From an optimization exercise on the open Yosys and OpenROAD flow, aimed at small area, a short achievable clock period and few clock cycles; shortcuts taken in it are not production practice.
In this exercise RTL edits were held to simulation tests only and were not proved equivalent to the original.

==> flow/design.v <==
`default_nettype none
package align_pkg;
    localparam int SCORE_W = 12;
    localparam int IDX_W = 8;
    localparam logic [2:0] NT_N = 3'd4;
    localparam logic signed [SCORE_W-1:0] NEG_INF = -12'sd1024;
    localparam logic signed [SCORE_W-1:0] SCORE_MAX = 12'sd2047;
    function automatic logic signed [SCORE_W-1:0] sat_add(input logic signed [SCORE_W-1:0] a,
                                                          input logic signed [SCORE_W-1:0] b);
        logic signed [SCORE_W:0] sum;
        logic signed [SCORE_W-1:0] r;
        sum = a + b;
        r = sum[SCORE_W-1:0];
        if (sum < NEG_INF) begin
            r = NEG_INF;
        end
        if (sum > SCORE_MAX) begin
            r = SCORE_MAX;
        end
        sat_add = r;
    endfunction
    function automatic logic signed [SCORE_W-1:0] smax(input logic signed [SCORE_W-1:0] a,
                                                       input logic signed [SCORE_W-1:0] b);
        smax = (a > b) ? a : b;
    endfunction
endpackage
`default_nettype wire
`timescale 1ns/1ps
`default_nettype none
module pe_cell #(
    parameter int PE_IDX = 0
) (
    input  wire               clk,
    input  wire               rst,
    input  wire               clear,
    input  wire               load,
    input  wire        [2:0]  query_nt,
    input  wire signed [11:0] sc_match,
    input  wire signed [11:0] sc_mismatch,
    input  wire signed [11:0] sc_n,
    input  wire signed [11:0] gap_open,
    input  wire signed [11:0] gap_extend,
    input  wire               in_valid,
    input  wire        [2:0]  in_nt,
    input  wire        [7:0]  in_ref_idx,
    input  wire signed [11:0] in_h,
    input  wire signed [11:0] in_f,
    output logic              out_valid,
    output logic       [2:0]  out_nt,
    output logic       [7:0]  out_ref_idx,
    output logic signed [11:0] out_h,
    output logic signed [11:0] out_f,
    output wire               ent_valid,
    output wire signed [11:0] ent_score,
    output wire        [7:0]  ent_ref_idx,
    output wire        [7:0]  ent_query_idx
);
    logic        [2:0]  q_nt;
    logic               active;
    logic signed [11:0] h_left;
    logic signed [11:0] e_left;
    logic signed [11:0] h_diag;
    logic signed [11:0] sub;
    logic signed [11:0] e_new;
    logic signed [11:0] f_new;
    logic signed [11:0] h_new;
    wire signed [11:0] bnd [0:PE_IDX+1];
    assign bnd[0] = '0;
    assign bnd[1] = gap_open;
    genvar n;
    generate
        for (n = 2; n <= PE_IDX + 1; n++) begin : g_bnd
            assign bnd[n] = align_pkg::sat_add(bnd[n-1], gap_extend);
        end
    endgenerate
    always_comb begin
        if (q_nt == align_pkg::NT_N || in_nt == align_pkg::NT_N) begin
            sub = sc_n;
        end else if (q_nt == in_nt) begin
            sub = sc_match;
        end else begin
            sub = sc_mismatch;
        end
        e_new = align_pkg::smax(align_pkg::sat_add(h_left, gap_open), align_pkg::sat_add(e_left, gap_extend));
        f_new = align_pkg::smax(align_pkg::sat_add(in_h, gap_open), align_pkg::sat_add(in_f, gap_extend));
        h_new = align_pkg::smax(align_pkg::sat_add(h_diag, sub), align_pkg::smax(e_new, f_new));
    end
    always_ff @(posedge clk) begin
        if (rst || clear) begin
            active <= 1'b0;
            out_valid <= 1'b0;
        end else begin
            if (load) begin
                active <= 1'b1;
            end
            out_valid <= in_valid;
        end
        if (load) begin
            q_nt <= query_nt;
            h_left <= bnd[PE_IDX+1];
            e_left <= align_pkg::NEG_INF;
            h_diag <= bnd[PE_IDX];
        end else if (in_valid) begin
            h_left <= h_new;
            e_left <= e_new;
            h_diag <= in_h;
            out_nt <= in_nt;
            out_ref_idx <= in_ref_idx;
            out_h <= h_new;
            out_f <= f_new;
        end
    end
    assign ent_valid = active && out_valid;
    assign ent_score = out_h;
    assign ent_ref_idx = out_ref_idx;
    assign ent_query_idx = 8'(PE_IDX + 1);
endmodule
`default_nettype wire
`timescale 1ns/1ps
`default_nettype none
module pe_array #(
    parameter int NUM_PE = 8
) (
    input  wire                      clk,
    input  wire                      rst,
    input  wire                      clear,
    input  wire                      query_load,
    input  wire        [2:0]         query_nt,
    input  wire signed [11:0]        sc_match,
    input  wire signed [11:0]        sc_mismatch,
    input  wire signed [11:0]        sc_n,
    input  wire signed [11:0]        gap_open,
    input  wire signed [11:0]        gap_extend,
    input  wire                      ref_valid,
    input  wire        [2:0]         ref_nt,
    input  wire        [7:0]         ref_idx,
    output wire        [NUM_PE-1:0]  ent_valid,
    output wire        [NUM_PE*12-1:0] ent_score,
    output wire        [NUM_PE*8-1:0]  ent_ref_idx,
    output wire        [NUM_PE*8-1:0]  ent_query_idx
);
    logic signed [11:0] p_match;
    logic signed [11:0] p_mismatch;
    logic signed [11:0] p_n;
    logic signed [11:0] p_gopen;
    logic signed [11:0] p_gext;
    logic signed [11:0] top_h;
    logic [NUM_PE-1:0]  load_sel;
    logic [NUM_PE-1:0]  load_next;
    wire               l_valid   [0:NUM_PE];
    wire        [2:0]  l_nt      [0:NUM_PE];
    wire        [7:0]  l_ref_idx [0:NUM_PE];
    wire signed [11:0] l_h       [0:NUM_PE];
    wire signed [11:0] l_f       [0:NUM_PE];
    assign load_next = (load_sel == '0) ? NUM_PE'(1) : (load_sel << 1);
    always_ff @(posedge clk) begin
        if (rst || clear) begin
            load_sel <= '0;
        end else if (query_load) begin
            load_sel <= load_next;
        end
    end
    always_ff @(posedge clk) begin
        if (clear) begin
            p_match <= sc_match;
            p_mismatch <= sc_mismatch;
            p_n <= sc_n;
            p_gopen <= gap_open;
            p_gext <= gap_extend;
            top_h <= gap_open;
        end else if (ref_valid) begin
            top_h <= align_pkg::sat_add(top_h, p_gext);
        end
    end
    assign l_valid[0] = ref_valid;
    assign l_nt[0] = ref_nt;
    assign l_ref_idx[0] = ref_idx;
    assign l_h[0] = top_h;
    assign l_f[0] = align_pkg::NEG_INF;
    genvar i;
    generate
        for (i = 0; i < NUM_PE; i++) begin : g_pe
            pe_cell #(
                .PE_IDX(i)
            ) u_cell (
                .clk(clk),
                .rst(rst),
                .clear(clear),
                .load(query_load && load_next[i]),
                .query_nt(query_nt),
                .sc_match(p_match),
                .sc_mismatch(p_mismatch),
                .sc_n(p_n),
                .gap_open(p_gopen),
                .gap_extend(p_gext),
                .in_valid(l_valid[i]),
                .in_nt(l_nt[i]),
                .in_ref_idx(l_ref_idx[i]),
                .in_h(l_h[i]),
                .in_f(l_f[i]),
                .out_valid(l_valid[i+1]),
                .out_nt(l_nt[i+1]),
                .out_ref_idx(l_ref_idx[i+1]),
                .out_h(l_h[i+1]),
                .out_f(l_f[i+1]),
                .ent_valid(ent_valid[i]),
                .ent_score(ent_score[i*12 +: 12]),
                .ent_ref_idx(ent_ref_idx[i*8 +: 8]),
                .ent_query_idx(ent_query_idx[i*8 +: 8])
            );
        end
    endgenerate
endmodule
`default_nettype wire
`timescale 1ns/1ps
`default_nettype none
module max_tree #(
    parameter int NUM_PE = 8
) (
    input  wire                       clk,
    input  wire                       rst,
    input  wire [NUM_PE-1:0]          ent_valid,
    input  wire [NUM_PE*12-1:0]       ent_score,
    input  wire [NUM_PE*8-1:0]        ent_ref_idx,
    input  wire [NUM_PE*8-1:0]        ent_query_idx,
    output logic                      best_valid,
    output logic signed [11:0]        best_score,
    output logic [7:0]                best_ref_idx,
    output logic [7:0]                best_query_idx
);
    localparam int LEVELS = $clog2(NUM_PE);
    localparam int LEAVES = 1 << LEVELS;
    localparam int NODES = 2 * LEAVES - 1;
    wire               n_valid [0:NODES-1];
    wire signed [11:0] n_score [0:NODES-1];
    wire        [7:0]  n_ref   [0:NODES-1];
    wire        [7:0]  n_query [0:NODES-1];
    genvar k;
    generate
        for (k = 0; k < LEAVES; k++) begin : g_leaf
            if (k < NUM_PE) begin : g_in
                assign n_valid[LEAVES-1+k] = ent_valid[k];
                assign n_score[LEAVES-1+k] = ent_score[k*12 +: 12];
                assign n_ref[LEAVES-1+k] = ent_ref_idx[k*8 +: 8];
                assign n_query[LEAVES-1+k] = ent_query_idx[k*8 +: 8];
            end else begin : g_pad
                assign n_valid[LEAVES-1+k] = 1'b0;
                assign n_score[LEAVES-1+k] = '0;
                assign n_ref[LEAVES-1+k] = '0;
                assign n_query[LEAVES-1+k] = '0;
            end
        end
        for (k = 0; k < LEAVES - 1; k++) begin : g_cmp
            wire pick_a;
            assign pick_a = !n_valid[2*k+1] ? 1'b0 :
                            !n_valid[2*k+2] ? 1'b1 :
                            (n_score[2*k+1] != n_score[2*k+2]) ?
                                (n_score[2*k+1] > n_score[2*k+2]) :
                                (n_query[2*k+1] <= n_query[2*k+2]);
            assign n_valid[k] = pick_a ? n_valid[2*k+1] : n_valid[2*k+2];
            assign n_score[k] = pick_a ? n_score[2*k+1] : n_score[2*k+2];
            assign n_ref[k] = pick_a ? n_ref[2*k+1] : n_ref[2*k+2];
            assign n_query[k] = pick_a ? n_query[2*k+1] : n_query[2*k+2];
        end
    endgenerate
    always_ff @(posedge clk) begin
        if (rst) begin
            best_valid <= 1'b0;
            best_score <= '0;
            best_ref_idx <= '0;
            best_query_idx <= '0;
        end else begin
            best_valid <= n_valid[0];
            best_score <= n_score[0];
            best_ref_idx <= n_ref[0];
            best_query_idx <= n_query[0];
        end
    end
endmodule
`default_nettype wire
`timescale 1ns/1ps
`default_nettype none
module align_ctrl #(
    parameter int NUM_PE = 8,
    parameter int MAX_REF_LEN = 64
) (
    input  wire                clk,
    input  wire                rst,
    input  wire                start,
    input  wire        [7:0]   ref_len,
    input  wire        [7:0]   query_len,
    input  wire signed [11:0]  xdrop,
    output logic               query_rd_en,
    output logic       [7:0]   query_addr,
    output logic               query_load,
    output logic               ref_rd_en,
    output logic       [7:0]   ref_addr,
    output logic               ref_valid,
    output wire                array_clear,
    input  wire                ad_valid,
    input  wire signed [11:0]  ad_score,
    input  wire        [7:0]   ad_ref_idx,
    input  wire        [7:0]   ad_query_idx,
    output wire                busy,
    output wire                done,
    output logic signed [11:0] res_score,
    output logic       [7:0]   res_ref_end,
    output logic       [7:0]   res_query_end,
    output logic               res_xdropped
);
    typedef enum logic [2:0] {
        IDLE,
        LOAD_QUERY,
        STREAM_REF,
        DRAIN,
        DONE
    } state_t;
    state_t             state;
    logic        [7:0]  q_len;
    logic        [7:0]  r_len;
    logic        [7:0]  q_eff;
    logic        [7:0]  r_eff;
    logic signed [11:0] xdrop_q;
    logic        [8:0]  ad_cnt;
    logic        [8:0]  ad_last;
    logic signed [12:0] ad_reach;
    logic               accept;
    logic               ad_take;
    logic               x_hit;
    logic               ad_better;
    assign busy = (state != IDLE) && (state != DONE);
    assign done = (state == DONE);
    assign accept = start && !busy;
    assign array_clear = accept;
    assign q_eff = (query_len > 8'(NUM_PE)) ? 8'(NUM_PE) : query_len;
    assign r_eff = (ref_len > 8'(MAX_REF_LEN)) ? 8'(MAX_REF_LEN) : ref_len;
    assign ad_take = ad_valid && (state == STREAM_REF || state == DRAIN);
    assign ad_reach = ad_score + xdrop_q;
    assign x_hit = ad_reach < res_score;
    assign ad_better = ad_score >= res_score;
    always_ff @(posedge clk) begin
        if (accept) begin
            q_len <= q_eff;
            r_len <= r_eff;
            xdrop_q <= xdrop;
            ad_last <= {1'b0, q_eff} + {1'b0, r_eff} - 2'd2;
        end
    end
    always_ff @(posedge clk) begin
        if (rst) begin
            state <= IDLE;
            query_rd_en <= 1'b0;
            query_addr <= '0;
            query_load <= 1'b0;
            ref_rd_en <= 1'b0;
            ref_addr <= '0;
            ref_valid <= 1'b0;
            ad_cnt <= '0;
            res_score <= '0;
            res_ref_end <= '0;
            res_query_end <= '0;
            res_xdropped <= 1'b0;
        end else begin
            query_load <= query_rd_en;
            ref_valid <= ref_rd_en;
            case (state)
                IDLE, DONE: begin
                    state <= IDLE;
                    if (accept) begin
                        state <= LOAD_QUERY;
                        query_rd_en <= 1'b1;
                        query_addr <= '0;
                        ad_cnt <= '0;
                        res_score <= '0;
                        res_ref_end <= '0;
                        res_query_end <= '0;
                        res_xdropped <= 1'b0;
                    end
                end
                LOAD_QUERY: begin
                    query_addr <= query_addr + 1'b1;
                    if (query_addr == q_len - 1'b1) begin
                        query_rd_en <= 1'b0;
                        ref_rd_en <= 1'b1;
                        ref_addr <= '0;
                        state <= STREAM_REF;
                    end
                end
                STREAM_REF: begin
                    ref_addr <= ref_addr + 1'b1;
                    if (ref_addr == r_len - 1'b1) begin
                        ref_rd_en <= 1'b0;
                        state <= DRAIN;
                    end
                end
                DRAIN: begin
                    state <= DRAIN;
                end
                default: begin
                    state <= IDLE;
                end
            endcase
            if (ad_take) begin
                ad_cnt <= ad_cnt + 1'b1;
                if (x_hit) begin
                    res_xdropped <= 1'b1;
                    ref_rd_en <= 1'b0;
                    state <= DONE;
                end else begin
                    if (ad_better) begin
                        res_score <= ad_score;
                        res_ref_end <= ad_ref_idx;
                        res_query_end <= ad_query_idx;
                    end
                    if (ad_cnt == ad_last) begin
                        state <= DONE;
                    end
                end
            end
        end
    end
endmodule
`default_nettype wire
`timescale 1ns/1ps
`default_nettype none
module xdrop_aligner #(
    parameter int NUM_PE = 16,
    parameter int MAX_REF_LEN = 64
) (
    input  wire                clk,
    input  wire                rst,
    input  wire                start,
    input  wire        [7:0]   ref_len,
    input  wire        [7:0]   query_len,
    input  wire signed [11:0]  sc_match,
    input  wire signed [11:0]  sc_mismatch,
    input  wire signed [11:0]  sc_n,
    input  wire signed [11:0]  gap_open,
    input  wire signed [11:0]  gap_extend,
    input  wire signed [11:0]  xdrop,
    output wire                query_rd_en,
    output wire        [7:0]   query_addr,
    input  wire        [2:0]   query_data,
    output wire                ref_rd_en,
    output wire        [7:0]   ref_addr,
    input  wire        [2:0]   ref_data,
    output wire                busy,
    output wire                done,
    output wire signed [11:0]  res_score,
    output wire        [7:0]   res_ref_end,
    output wire        [7:0]   res_query_end,
    output wire                res_xdropped
);
    wire                      query_load;
    wire                      ref_valid;
    wire                      array_clear;
    wire [NUM_PE-1:0]         ent_valid;
    wire [NUM_PE*12-1:0]      ent_score;
    wire [NUM_PE*8-1:0]       ent_ref_idx;
    wire [NUM_PE*8-1:0]       ent_query_idx;
    wire                      ad_valid;
    wire signed [11:0]        ad_score;
    wire [7:0]                ad_ref_idx;
    wire [7:0]                ad_query_idx;
    align_ctrl #(
        .NUM_PE(NUM_PE),
        .MAX_REF_LEN(MAX_REF_LEN)
    ) u_ctrl (
        .clk(clk),
        .rst(rst),
        .start(start),
        .ref_len(ref_len),
        .query_len(query_len),
        .xdrop(xdrop),
        .query_rd_en(query_rd_en),
        .query_addr(query_addr),
        .query_load(query_load),
        .ref_rd_en(ref_rd_en),
        .ref_addr(ref_addr),
        .ref_valid(ref_valid),
        .array_clear(array_clear),
        .ad_valid(ad_valid),
        .ad_score(ad_score),
        .ad_ref_idx(ad_ref_idx),
        .ad_query_idx(ad_query_idx),
        .busy(busy),
        .done(done),
        .res_score(res_score),
        .res_ref_end(res_ref_end),
        .res_query_end(res_query_end),
        .res_xdropped(res_xdropped)
    );
    pe_array #(
        .NUM_PE(NUM_PE)
    ) u_array (
        .clk(clk),
        .rst(rst),
        .clear(array_clear),
        .query_load(query_load),
        .query_nt(query_data),
        .sc_match(sc_match),
        .sc_mismatch(sc_mismatch),
        .sc_n(sc_n),
        .gap_open(gap_open),
        .gap_extend(gap_extend),
        .ref_valid(ref_valid),
        .ref_nt(ref_data),
        .ref_idx(ref_addr),
        .ent_valid(ent_valid),
        .ent_score(ent_score),
        .ent_ref_idx(ent_ref_idx),
        .ent_query_idx(ent_query_idx)
    );
    max_tree #(
        .NUM_PE(NUM_PE)
    ) u_tree (
        .clk(clk),
        .rst(rst),
        .ent_valid(ent_valid),
        .ent_score(ent_score),
        .ent_ref_idx(ent_ref_idx),
        .ent_query_idx(ent_query_idx),
        .best_valid(ad_valid),
        .best_score(ad_score),
        .best_ref_idx(ad_ref_idx),
        .best_query_idx(ad_query_idx)
    );
endmodule
`default_nettype wire
==> flow/run.sh <==
#!/bin/bash
# synth_recipe.tcl (not shown) runs the flow's synth.tcl, then flattens the netlist and writes it again
# the make line also repeats each setting of config.mk as NAME=value (left out here)
make -C /OpenROAD-flow-scripts/flow DESIGN_CONFIG=/design/flow/config.mk WORK_HOME=/design/flow/orfs CLKGATE_MAP_FILE= SYNTH_SCRIPT=/design/flow/synth_recipe.tcl finish
==> flow/config.mk <==
export PLATFORM = sky130hd
export DESIGN_NAME = xdrop_aligner
export DESIGN_NICKNAME = xdrop_aligner
export VERILOG_FILES = /design/flow/design.v
export SDC_FILE = /design/flow/constraint.sdc
export NUM_CORES = 4
export LEC_CHECK = 0
export CAP_MARGIN = 20
export CORE_MARGIN = 2
export CORE_UTILIZATION = 30
export PLACE_DENSITY = 0.5
export SLEW_MARGIN = 20
==> flow/constraint.sdc <==
create_clock -name core_clock -period 38.0 [get_ports {clk}]
set_input_delay 7.6000 -clock core_clock [delete_from_list [all_inputs] [get_ports {clk}]]
set_output_delay 7.6000 -clock core_clock [all_outputs]
set_load 0.01 [all_outputs]
==> flow_summary_export.csv <==
group,metric,value,unit
synth,seq_area_frac_synth,0.250,
clocking,clk_pin_slew,0.06,ns
synth,synth_seq_cells,1413,
clocking,cts_hold_buf,0,
clocking,tritoncts,"built",
drt,totalWireLength,645000,um
finish,area_growth_syn_to_layout,11.4,%
drt,wl_met2,284000,um
worst_setup_path,crit_arrival,36.89,ns
floorplanning,core_area,0.520,sq mm
floorplanning,die-width,726,um
drt,vias_per_cell,5.67,
worst_setup_path,crit_path_start_kind,"flip-flop",
global_route,grt_pass1_wl,925000,um
finish,nets,20900,
synth,async_reset_ff_frac,0,
timing,fin_crit_sh,0.953,
timing,min_period,36.22,ns
worst_setup_path,rr_worst_depth,159,
clocking,clk_latency,0.96,ns
floorplanning,initial_utilization,0.301,
worst_setup_path,cp_common_cell,"ha_1",
timing,finalSetupViolCount,0,
hold_path,hold_start,"u_array.g_pe[8].u_cell.out_ref_idx[0]$_DFFE_PP_",
synth,synth_flop_cell,"edfxtp_1",
drt,initialDrtViolationCount,13500,
worst_setup_path,path_max_fanout,14,
worst_setup_path,slowest_stage,"or4b_2",
global_route,grt_usage,0.233,
synth,synth_xor_area_frac,0.0450,
clocking,cts-root-buf,"clkbuf_16",
synth,synth_top_area_cell,"edfxtp_1",
global_route,antenna_found_initial,35,
synth,synth_mux_area_frac,0.0729,
finish,layout-drive-gt1-share,0.0671,
global_route,gr-total-overflow,0,
global_route,grt_max_degree,81,
timing,tightest_slew,1.17,ns
timing,max_freq,27.6,MHz
hold_path,hold_depth,0,
synth,synth_compound_area_frac,0.250,
clocking,cts.path.max_buffers,4,
clocking,cts_made_buffers,183,
drt,ant_nets,0,
worst_setup_path,max_stage_delay,0.65,ns
drt,drc_errors,0,
timing,slew-limit-headroom,0.214,
synth,yosysTopAreaCellShare,0.206,
job,cap_violations,0,
floorplanning,die_h,726,um
hold_path,hold_path_class,"flip-flop to flip-flop",
synth,synth_edf_count,1074,
status,outcome,"complete, no violations",
synth,netlist_area,0.156,sq mm
worst_setup_path,crit_type,"flip-flop to flip-flop",
synth,netlist_instances,18400,
worst_setup_path,worstReg2RegStart,"u_array.p_gext[0]$_DFFE_PP_",
worst_setup_path,crit_start,"u_array.p_gext[0]$_DFFE_PP_",
worst_setup_path,crit_required,38.67,ns
drt,detailroute.via_count,145000,
worst_setup_path,ff2ff_setup_slack,1.78,ns
drt,firstDrtPassIters,6,
floorplanning,io_pins,146,
global_route,first_global_vias,135000,
floorplanning,die_area,0.527,sq mm
placement,dp_hpwl,496000,um
timing,slew_viol_final,0,
drt,wl_met1,279000,um
worst_setup_path,worstReg2RegEnd,"u_array.g_pe[15].u_cell.h_left[2]$_DFFE_PP_",
synth,synth_warnings,19,
drt,met3_length,45900,um
placement,dp.cells,25300,
synth,yosys-top-cells-area,"edfxtp_1, ha_1, mux2i_1",
clocking,h-tree-depth,4,
clocking,clkSinkCount,1413,
worst_setup_path,critPathCaptureType,"flip-flop",
drt,dr.max_layer_used,"met5",
synth,synth_top_family_by_area,"compound AO/OA/AOI/OAI gates",
placement,place.gp.congestion,0.951,
drt,wl_per_cell,25.1,um
finish,stdcell_count,25700,
timing,fin_hold_ws,0.434,ns
synth,synth.distinct_cells,128,
synth,syn_avg_cell_area,8.51,sq um
placement,portBuffers,145,
timing,fin_skew,0.0573,ns
timing,hold_viol_final,0,
hold_path,hold_end,"u_array.g_pe[9].u_cell.out_ref_idx[0]$_DFFE_PP_",
floorplanning,placementRows,265,
synth,synthSimpleGateAreaFrac,0.155,
synth,synthAdderAreaFrac,0.186,
layout by cell type (no fill, tap or decap), types with 88 or more instances in the layout:
master           Yosys  final
o22ai_1            112    110
a21o_1             508    507
nand2_1           1463   1459
fa_1                97     97
clkdlybuf4s50_1      0    144
clkbuf_16            0    186
nand2b_1           230    228
and2_1             132    131
o21a_1             418    415
mux2i_1            903    902
ha_1              2171   2171
a31oi_1            163    157
mux2_2             201    201
and3_1             117    117
dfxtp_1            339    338
a22oi_1            138    138
o21bai_1           150    149
buf_4                1    346
nor2_1            1528   1523
o31ai_1             90     88
nand3_1            368    368
a211o_1            102    102
inv_1             1172   1169
nor2b_1            272    259
o211ai_1           226    226
or3_1              108    108
a21oi_1           1619   1607
a211oi_1           296    285
or2_2               90     90
o21ai_0           1153   1132
nand4_1            197    197
nor3_1             325    320
edfxtp_1          1074   1074
xor2_1             297    297
xnor2_1            507    507
cells by family (layout without fill, tap and decap cells):
family	Yosys count	count (layout)
AO/OA/AOI/OAI	5933	5933
XOR/XNOR	804	804
adder cells (fa/ha/maj)	2269	2269
buffers and inverters	1716	2023
flip-flops	1413	1413
multiplexers	1110	1110
other	2	25
AND/OR/NAND/NOR	5138	5138
synth_stat cells (102+ instances only):
| cell type | number |
|---|---|
| a211o_1 | 102 |
| a211oi_1 | 296 |
| a21o_1 | 508 |
| a21oi_1 | 1619 |
| a22oi_1 | 138 |
| a31oi_1 | 163 |
| and2_1 | 132 |
| and3_1 | 117 |
| clkbuf_1 | 414 |
| dfxtp_1 | 339 |
| edfxtp_1 | 1074 |
| ha_1 | 2171 |
| inv_1 | 1172 |
| mux2_2 | 201 |
| mux2i_1 | 903 |
| nand2_1 | 1463 |
| nand2b_1 | 230 |
| nand3_1 | 368 |
| nand4_1 | 197 |
| nor2_1 | 1528 |
| nor2b_1 | 272 |
| nor3_1 | 325 |
| o211ai_1 | 226 |
| o21a_1 | 418 |
| o21ai_0 | 1153 |
| o21bai_1 | 150 |
| o22ai_1 | 112 |
| or3_1 | 108 |
| xnor2_1 | 507 |
| xor2_1 | 297 |
timing repair:
item,4_1_cts,5_1_grt
endpoints found under the setup margin,12,35
pin swaps,2,11
buffers inserted,2,10
resized for setup,17,85
critical path: cells and delay by family, from the launching register on:
| family | cells | cell delay [ns] |
|---|---|---|
| buffers and inverters | 15 | 2.14 |
| AO/OA/AOI/OAI | 96 | 20.64 |
| multiplexers | 2 | 0.45 |
| adder cells (fa/ha/maj) | 25 | 7.92 |
| XOR/XNOR | 1 | 0.18 |
| AND/OR/NAND/NOR | 20 | 4.12 |
| flip-flops | 1 | 0.41 |
worst max path at each step:
stage / depth (start not counted) / slack [ns] / end
after floorplan: 155 / 0.43 / u_array.g_pe[15].u_cell.h_left[2]$_DFFE_PP_
after global placement: 156 / -1.15 / u_array.g_pe[15].u_cell.h_left[8]$_DFFE_PP_
after detailed placement: 156 / -1.33 / u_array.g_pe[15].u_cell.h_left[8]$_DFFE_PP_
after CTS: 156 / 0.04 / u_array.g_pe[15].u_cell.h_left[2]$_DFFE_PP_
after global routing: 157 / -0.24 / u_array.g_pe[15].u_cell.h_left[2]$_DFFE_PP_
final: 159 / 1.78 / u_array.g_pe[15].u_cell.h_left[2]$_DFFE_PP_
registers in the layout, summed over array words and instances, names as in the netlist, 12 cells and up:
name                             cells
u_array.g_pe.u_cell.active          16
u_array.g_pe.u_cell.e_left         192
u_array.g_pe.u_cell.h_diag         192
u_array.g_pe.u_cell.h_left         192
u_array.g_pe.u_cell.out_f          180
u_array.g_pe.u_cell.out_h          192
u_array.g_pe.u_cell.out_nt          45
u_array.g_pe.u_cell.out_ref_idx    128
u_array.g_pe.u_cell.out_valid       16
u_array.g_pe.u_cell.q_nt            48
u_array.load_sel                    16
u_array.p_gext                      12
u_array.p_gopen                     12
u_array.p_match                     12
u_array.p_mismatch                  12
u_array.p_n                         12
u_array.top_h                       12
u_ctrl.res_score                    12
u_ctrl.xdrop_q                      12
u_tree.best_score                   12
metal layers:
metal / GRT usage / up-vias
met4: 0.110 / 10
met5: 0.000998 / -
li1: - / 69200
met3: 0.0367 / 1129
met1: 0.308 / 70100
met2: 0.370 / 4973
area by class of cell:
class                   instances  area, sq um
flip-flops and latches       1413        39000
multi-input cells           15300       112000
clock inverters               110         1290
inverters                    1183         4450
repair buffers                502         4270
fillers                     54200       346000
well taps                    6942         8690
diodes                         17         42.5
clock buffers                 228         4940
metrics by stage:
step                      cell area, sq um  setup TNS, ns  worst slack, ns   util
final                               174000              0             1.78  0.335
after floorplan                     156000              0            0.426      -
after global placement              167000         -11.65            -1.15  0.322
after CTS                           174000              0           0.0376  0.334
after global routing                174000          -1.76           -0.239  0.335
after detailed placement            168000         -13.26            -1.33  0.322
Testbench counts, summed over its fixed seeds: cycles 45,696.

==> separate check: timing with driven ports <==
How much do the figures lean on ideal ports? The routed layout below was timed once more, with nothing changed but the port constraints. Step 1: set_driving_cell puts a clkbuf_16 on clk and a buf_2 on each other input, an assumption about the parent block. Step 2 also shifts input and output timing later by t, the mid clock arrival at the registers, as if the neighbouring blocks saw the same clock. Three values: ideal, step 1, step 2; two values: the first two.
shift t [ns]: 1.045
setup slack, ns: 1.783 / 1.783 / 1.783
hold WS [ns]: 0.434 / 0.434 / 0.434
cell pins on the clock port's net: 1
After both steps this run still meets setup and hold. The setup slack of this run moves by 0.000 ns with the drivers and by 0.000 ns with both steps.
